Source: an optimization exercise on an open RTL-to-GDS flow (aim: a short achievable clock period and few clock cycles per item). Production flows keep margins and buffers that such runs may drop. Where RTL was checked, it was by simulation tests only, not by an equivalence proof against the original.

==> v35 <==
Design mipsCore, start of the top module:
module mipsCore #(
  parameter logic [31:0] ResetPc = 32'h0
) (
  input  logic        clk,
  input  logic        rst,
  output logic [31:0] pc,
  input  logic [31:0] instr,
  output logic [31:0] dataAddr,
  output logic [31:0] writeData,
  output logic        memWrite,
  input  logic [31:0] readData,
  output logic        illegal
);
Settings: LEC_CHECK=0, CAP_MARGIN=20, CORE_MARGIN=2, CORE_UTILIZATION=25, SETUP_SLACK_MARGIN=5, SLEW_MARGIN=20; clock period 10.5 ns.
standard.sh (not shown) runs the stock make flow with config.mk's settings and CLKGATE_MAP_FILE= SYNTH_SCRIPT=/design/flow/synth_recipe.tcl, a recipe that flattens the netlist after the stock synthesis.
==> flow/flow/run.sh <==
#!/bin/bash
set -euo pipefail
margin=$(cat flow/margin.txt)
sed -e "s/SETUP_SLACK_MARGIN=[0-9.]*/SETUP_SLACK_MARGIN=${margin}/" standard.sh > standard_margin.sh
bash standard_margin.sh > standard_margin.log 2>&1
==> flow/flow/margin.txt <==
6.2
==> v15: changes against v35 <==
--- a/flow/design.v
+++ b/flow/design.v
@@ -91,19 +91,13 @@
   output logic [31:0] rd1Sum,    
   output logic        rdEq,      
   output logic [1023:0] regVal     
 );
   logic [31:0] regs [32];
   logic [1023:0] eqTab;            
-  logic [16:0] loSums [32];    
-  logic [15:0] hiInc [32];
-  logic [15:0] hiDec [32];
-  logic [16:0] loSel;
-  logic [15:0] hiSel;
-  logic [15:0] hiIncSel;
-  logic [15:0] hiDecSel;
+  logic [31:0] sums [32];
   logic [31:0] row;
   always_ff @(posedge clk) begin
     if (rst) begin
       for (int i = 1; i < 32; i++) begin
         regs[i] <= 32'h0;
       end
@@ -129,38 +123,23 @@
     for (int i = 1; i < 32; i++) begin
       regVal[32*i +: 32] = regs[i];
     end
   end
   always_comb begin
     for (int i = 0; i < 32; i++) begin
-      loSums[i] = {1'b0, regVal[32*i +: 16]} + {1'b0, imm[15:0]};
-      hiInc[i]  = regVal[32*i+16 +: 16] + 16'd1;
-      hiDec[i]  = regVal[32*i+16 +: 16] - 16'd1;
+      sums[i] = regVal[32*i +: 32] + imm;
     end
   end
   always_comb begin
-    rd1      = 32'h0;
-    rd2      = 32'h0;
-    loSel    = 17'h0;
-    hiIncSel = 16'h0;
-    hiDecSel = 16'h0;
+    rd1    = 32'h0;
+    rd2    = 32'h0;
+    rd1Sum = 32'h0;
     for (int i = 0; i < 32; i++) begin
-      rd1      = rd1      | ({32{sel1[i]}} & regVal[32*i +: 32]);
-      rd2      = rd2      | ({32{sel2[i]}} & regVal[32*i +: 32]);
-      loSel    = loSel    | ({17{sel1[i]}} & loSums[i]);
-      hiIncSel = hiIncSel | ({16{sel1[i]}} & hiInc[i]);
-      hiDecSel = hiDecSel | ({16{sel1[i]}} & hiDec[i]);
-    end
-    hiSel = rd1[31:16];
-    rd1Sum[15:0] = loSel[15:0];
-    if (loSel[16] && !imm[15]) begin
-      rd1Sum[31:16] = hiIncSel;
-    end else if (!loSel[16] && imm[15]) begin
-      rd1Sum[31:16] = hiDecSel;
-    end else begin
-      rd1Sum[31:16] = hiSel;
+      rd1    = rd1    | ({32{sel1[i]}} & regVal[32*i +: 32]);
+      rd2    = rd2    | ({32{sel2[i]}} & regVal[32*i +: 32]);
+      rd1Sum = rd1Sum | ({32{sel1[i]}} & sums[i]);
     end
   end
   always_comb begin
     for (int j = 0; j < 32; j++) begin
       row[j] = 1'b0;
       for (int i = 0; i < 32; i++) begin
@@ -196,95 +175,76 @@
   assign y = ({32{sel[0]}} & sum)
            | ({32{sel[1]}} & diff)
            | ({32{sel[2]}} & (a & b))
            | ({32{sel[3]}} & (a | b))
            | {31'h0, sel[4] & lt};
 endmodule
-module aluEqPrep (
+module aluEq (
   input  logic [31:0] a,
   input  logic [31:0] b,
   input  logic [4:0]  sel,    
-  output logic [31:0] e0,
-  output logic [31:0] e1
+  input  logic        lt,     
+  input  logic [31:0] v,
+  output logic        eq
 );
   logic [31:0] bs;
   logic [31:0] p;
+  logic [31:0] e0;
+  logic [31:0] e1;
+  logic [31:0] ok;
   logic        sub;
   assign sub = sel[1];
   assign bs  = sub ? ~b : b;
   assign p   = a ^ bs;
-  always_comb begin
-    if (sel[2]) begin
-      e0 = a & b;
-      e1 = a & b;
-    end else if (sel[3]) begin
-      e0 = a | b;
-      e1 = a | b;
-    end else begin
-      e0[0]    = p[0] ^ sub;
-      e1[0]    = p[0] ^ sub;
-      e0[31:1] = p[31:1] ^ (a[30:0] | bs[30:0]);
-      e1[31:1] = p[31:1] ^ (a[30:0] & bs[30:0]);
-    end
-  end
-endmodule
-module aluEqChk (
-  input  logic [31:0] e0,
-  input  logic [31:0] e1,
-  input  logic        arith,    
-  input  logic        slt,
-  input  logic        lt,       
-  input  logic [31:0] v,
-  output logic        eq
-);
-  logic [31:0] ok;
+  assign e0[0]    = p[0] ^ sub;
+  assign e1[0]    = p[0] ^ sub;
+  assign e0[31:1] = p[31:1] ^ (a[30:0] | bs[30:0]);
+  assign e1[31:1] = p[31:1] ^ (a[30:0] & bs[30:0]);
   always_comb begin
     ok[0] = (v[0] == e0[0]);
     for (int i = 1; i < 32; i++) begin
       ok[i] = v[i - 1] ? (v[i] == e1[i]) : (v[i] == e0[i]);
     end
   end
-  assign eq = (arith & (&ok))
-            | (slt & (lt ? (v == 32'd1) : (v == 32'd0)));
+  assign eq = ((sel[0] | sel[1]) & (&ok))
+            | (sel[2] & ((a & b) == v))
+            | (sel[3] & ((a | b) == v))
+            | (sel[4] & (lt ? (v == 32'd1) : (v == 32'd0)));
 endmodule
-module aluSumPrep (
+module aluSum (
   input  logic [31:0] a,
   input  logic [31:0] b,
-  input  logic [4:0]  sel,    
-  output logic [31:0] x,
-  output logic [31:0] z
+  input  logic [4:0]  sel,      
+  input  logic        lt,       
+  input  logic [31:0] imm,
+  input  logic [31:0] immPlus1,
+  output logic [31:0] y
 );
+  logic [31:0] x;
+  logic [31:0] z;
+  logic [31:0] s;
+  logic [31:0] c;
+  logic        cin;
   always_comb begin
-    x = a;
-    z = b;
+    x   = a;
+    z   = b;
+    cin = 1'b0;
     if (sel[1]) begin
-      z = ~b;
+      z   = ~b;
+      cin = 1'b1;
     end else if (sel[2]) begin
       x = a & b;
       z = 32'h0;
     end else if (sel[3]) begin
       x = a | b;
       z = 32'h0;
-    end else if (sel[4]) begin
-      x = 32'h0;
-      z = 32'h0;
     end
   end
-endmodule
-module aluSum (
-  input  logic [31:0] x,
-  input  logic [31:0] z,
-  input  logic        cin,
-  input  logic [31:0] imm,
-  output logic [31:0] y
-);
-  logic [31:0] s;
-  logic [31:0] c;
   assign s = x ^ z ^ imm;
   assign c = {(x[30:0] & z[30:0]) | (x[30:0] & imm[30:0]) | (z[30:0] & imm[30:0]), cin};
-  assign y = s + c;
+  assign y = sel[4] ? (lt ? immPlus1 : imm) : (s + c);
 endmodule
 module sltTree (
   input  logic [31:0] a,
   input  logic [31:0] b,
   output logic        lt
 );
@@ -344,24 +304,21 @@
   logic        xMemWrite;
   logic [4:0]  xDest;
   logic [4:0]  xAluSel;
   logic [31:0] xA;
   logic [31:0] xB;
   logic [31:0] xAddr;
-  logic [31:0] xE0;         
-  logic [31:0] xE1;
-  logic [31:0] xSumX;       
-  logic [31:0] xSumZ;
   logic [31:0] aluY;
   logic        aluLt;
   logic [31:0] xResult;
   logic [31:0] xResEq;      
   logic [31:0] pcReg;
   logic [31:0] pcPlus4;
   logic [31:0] pcBranch;
   logic [31:0] signImm;
+  logic [31:0] immPlus1;
   logic [4:0]  rs;
   logic [4:0]  rt;
   logic [31:0] selA;
   logic [31:0] selB;
   logic [31:0] rawA;
   logic [31:0] rawB;
@@ -377,12 +334,13 @@
   logic        eqFwdB;
   logic        equal;
   logic        taken;
   assign rs       = instr[25:21];
   assign rt       = instr[20:16];
   assign signImm  = {{16{instr[15]}}, instr[15:0]};
+  assign immPlus1 = signImm + 32'd1;
   always_comb begin
     for (int i = 0; i < 32; i++) begin
       selA[i] = (rs == 5'(i));
       selB[i] = (rt == 5'(i));
     end
   end
@@ -401,20 +359,19 @@
     .rd1Sum (rawSum),
     .rdEq   (rawEq),
     .regVal (regVal)
   );
   for (genvar j = 0; j < 32; j++) begin : g_resEq
     logic aluEqJ;
-    aluEqChk u_aluEqChk (
-      .e0    (xE0),
-      .e1    (xE1),
-      .arith (|xAluSel[3:0]),
-      .slt   (xAluSel[4]),
-      .lt    (aluLt),
-      .v     (regVal[32*j +: 32]),
-      .eq    (aluEqJ)
+    aluEq u_aluEq (
+      .a   (xA),
+      .b   (xB),
+      .sel (xAluSel),
+      .lt  (aluLt),
+      .v   (regVal[32*j +: 32]),
+      .eq  (aluEqJ)
     );
     assign xResEq[j] = xMemToReg ? (readData == regVal[32*j +: 32]) : aluEqJ;
   end
   assign fwdA = xRegWrite && (xDest == rs);
   assign fwdB = xRegWrite && (xDest == rt);
   assign opA  = fwdA ? xResult : rawA;
@@ -443,35 +400,19 @@
     end else begin
       pcReg <= pcPlus4;
     end
   end
   assign pc = pcReg;
   aluSum u_aluSum (
-    .x   (xSumX),
-    .z   (xSumZ),
-    .cin (xAluSel[1] | (xAluSel[4] & aluLt)),
-    .imm (signImm),
-    .y   (fwdSum)
-  );
-  logic [31:0] e0;
-  logic [31:0] e1;
-  logic [31:0] sumX;
-  logic [31:0] sumZ;
-  aluEqPrep u_aluEqPrep (
-    .a   (opA),
-    .b   (opB),
-    .sel (dAluSel),
-    .e0  (e0),
-    .e1  (e1)
-  );
-  aluSumPrep u_aluSumPrep (
-    .a   (opA),
-    .b   (opB),
-    .sel (dAluSel),
-    .x   (sumX),
-    .z   (sumZ)
+    .a        (xA),
+    .b        (xB),
+    .sel      (xAluSel),
+    .lt       (aluLt),
+    .imm      (signImm),
+    .immPlus1 (immPlus1),
+    .y        (fwdSum)
   );
   always_ff @(posedge clk) begin
     if (rst) begin
       xRegWrite <= 1'b0;
       xMemToReg <= 1'b0;
       xMemWrite <= 1'b0;
@@ -483,18 +424,14 @@
       xMemWrite <= dMemWrite;
       xDest     <= dDest;
       xAluSel   <= dAluSel;
     end
   end
   always_ff @(posedge clk) begin
-    xA    <= opA;
-    xB    <= opB;
-    xE0   <= e0;
-    xE1   <= e1;
-    xSumX <= sumX;
-    xSumZ <= sumZ;
+    xA <= opA;
+    xB <= opB;
     if (!fwdA) begin
       xAddr <= rawSum;
     end else if (xMemToReg) begin
       xAddr <= readData + signImm;
     end else begin
       xAddr <= fwdSum;
==> flow/run.sh (new file) <==
#!/bin/bash
# synth_recipe.tcl (not shown) runs the flow's synth.tcl, then flattens the netlist and writes it again
# the make line also repeats each setting of config.mk as NAME=value (left out here)
make -C /OpenROAD-flow-scripts/flow DESIGN_CONFIG=/design/flow/config.mk WORK_HOME=/design/flow/orfs CLKGATE_MAP_FILE= SYNTH_SCRIPT=/design/flow/synth_recipe.tcl finish
- CORE_UTILIZATION: 25 -> 40
removed: flow/flow/run.sh
removed: flow/flow/margin.txt
removed: flow/standard.sh
==> v17: changes against v35 <==
--- a/flow/design.v
+++ b/flow/design.v
@@ -94,16 +94,13 @@
 );
   logic [31:0] regs [32];
   logic [1023:0] eqTab;            
   logic [16:0] loSums [32];    
   logic [15:0] hiInc [32];
   logic [15:0] hiDec [32];
-  logic [16:0] loSel;
-  logic [15:0] hiSel;
-  logic [15:0] hiIncSel;
-  logic [15:0] hiDecSel;
+  logic [31:0] sums [32];
   logic [31:0] row;
   always_ff @(posedge clk) begin
     if (rst) begin
       for (int i = 1; i < 32; i++) begin
         regs[i] <= 32'h0;
       end
@@ -132,35 +129,30 @@
   end
   always_comb begin
     for (int i = 0; i < 32; i++) begin
       loSums[i] = {1'b0, regVal[32*i +: 16]} + {1'b0, imm[15:0]};
       hiInc[i]  = regVal[32*i+16 +: 16] + 16'd1;
       hiDec[i]  = regVal[32*i+16 +: 16] - 16'd1;
+      sums[i][15:0] = loSums[i][15:0];
+      if (loSums[i][16] && !imm[15]) begin
+        sums[i][31:16] = hiInc[i];
+      end else if (!loSums[i][16] && imm[15]) begin
+        sums[i][31:16] = hiDec[i];
+      end else begin
+        sums[i][31:16] = regVal[32*i+16 +: 16];
+      end
     end
   end
   always_comb begin
-    rd1      = 32'h0;
-    rd2      = 32'h0;
-    loSel    = 17'h0;
-    hiIncSel = 16'h0;
-    hiDecSel = 16'h0;
+    rd1    = 32'h0;
+    rd2    = 32'h0;
+    rd1Sum = 32'h0;
     for (int i = 0; i < 32; i++) begin
-      rd1      = rd1      | ({32{sel1[i]}} & regVal[32*i +: 32]);
-      rd2      = rd2      | ({32{sel2[i]}} & regVal[32*i +: 32]);
-      loSel    = loSel    | ({17{sel1[i]}} & loSums[i]);
-      hiIncSel = hiIncSel | ({16{sel1[i]}} & hiInc[i]);
-      hiDecSel = hiDecSel | ({16{sel1[i]}} & hiDec[i]);
-    end
-    hiSel = rd1[31:16];
-    rd1Sum[15:0] = loSel[15:0];
-    if (loSel[16] && !imm[15]) begin
-      rd1Sum[31:16] = hiIncSel;
-    end else if (!loSel[16] && imm[15]) begin
-      rd1Sum[31:16] = hiDecSel;
-    end else begin
-      rd1Sum[31:16] = hiSel;
+      rd1    = rd1    | ({32{sel1[i]}} & regVal[32*i +: 32]);
+      rd2    = rd2    | ({32{sel2[i]}} & regVal[32*i +: 32]);
+      rd1Sum = rd1Sum | ({32{sel1[i]}} & sums[i]);
     end
   end
   always_comb begin
     for (int j = 0; j < 32; j++) begin
       row[j] = 1'b0;
       for (int i = 0; i < 32; i++) begin
@@ -399,24 +391,26 @@
     .rd1    (rawA),
     .rd2    (rawB),
     .rd1Sum (rawSum),
     .rdEq   (rawEq),
     .regVal (regVal)
   );
+  logic [31:0] chkE0;
+  logic [31:0] chkE1;
+  assign chkE0 = xMemToReg ? readData : xE0;
+  assign chkE1 = xMemToReg ? readData : xE1;
   for (genvar j = 0; j < 32; j++) begin : g_resEq
-    logic aluEqJ;
     aluEqChk u_aluEqChk (
-      .e0    (xE0),
-      .e1    (xE1),
-      .arith (|xAluSel[3:0]),
-      .slt   (xAluSel[4]),
+      .e0    (chkE0),
+      .e1    (chkE1),
+      .arith (xMemToReg | (|xAluSel[3:0])),
+      .slt   (~xMemToReg & xAluSel[4]),
       .lt    (aluLt),
       .v     (regVal[32*j +: 32]),
-      .eq    (aluEqJ)
+      .eq    (xResEq[j])
     );
-    assign xResEq[j] = xMemToReg ? (readData == regVal[32*j +: 32]) : aluEqJ;
   end
   assign fwdA = xRegWrite && (xDest == rs);
   assign fwdB = xRegWrite && (xDest == rt);
   assign opA  = fwdA ? xResult : rawA;
   assign opB  = fwdB ? xResult : rawB;
   assign eqFwdA = |(xResEq & selB);
- CORE_UTILIZATION: 25 -> 28
==> run notes <==
v17 did not get past global routing, error GRT-0116. v35 aborted during global routing on GRT-0116. v15 stopped in global routing.
Synthesized cell count, lowest first: v17, v35, v15.
In v15 the synthesized area is higher than in v35, by 19%.
==> figures <==
DP Area: v17 193000 um^2; v15 233000 um^2; v35 204000 um^2
Simple-gate share of the synthesized area: v17 17.3%; v15 18.4%; v35 19.3%
Fraction of the mapped netlist area in adder cells: v17 7.27%; v15 8.11%; v35 6.94%
Register area share after synthesis: v17 26.4%; v15 20.1%; v35 25.3%
Count of unique library cells instantiated by Yosys: v17 107; v15 100; v35 102
Effective utilization at floorplan: v17 28.1%; v15 40.1%; v35 25.0%
Synth Area in Compound Gates: v17 25.9%; v15 23.7%; v35 20.8%
Fraction of synthesized area in multiplexers: v17 6.92%; v15 0.743%; v35 5.76%
Worst slack, placed: v17 1.30 ns; v15 1.91 ns; v35 1.62 ns
Run status: v17 did not finish; v15 did not finish; v35 did not finish
Stage where the flow stopped: v17 global routing; v15 global routing; v35 global routing
Number of buffers inserted during clock tree synthesis: v17 262; v15 212; v35 264
Largest area contributor in the netlist: v17 edfxtp_1; v15 xnor2_1; v35 edfxtp_1
Std-Cell Rows: v17 286; v15 267; v35 310
Cell count after synthesis: v17 21.0k; v15 27.5k; v35 22.4k
Level count of the clock H-tree: v17 5; v15 4; v35 5
Testbench counts of v17, summed over its fixed seeds: cycles 13,195, instructions 13,187.
No functional check of the RTL was part of v35 and v15.
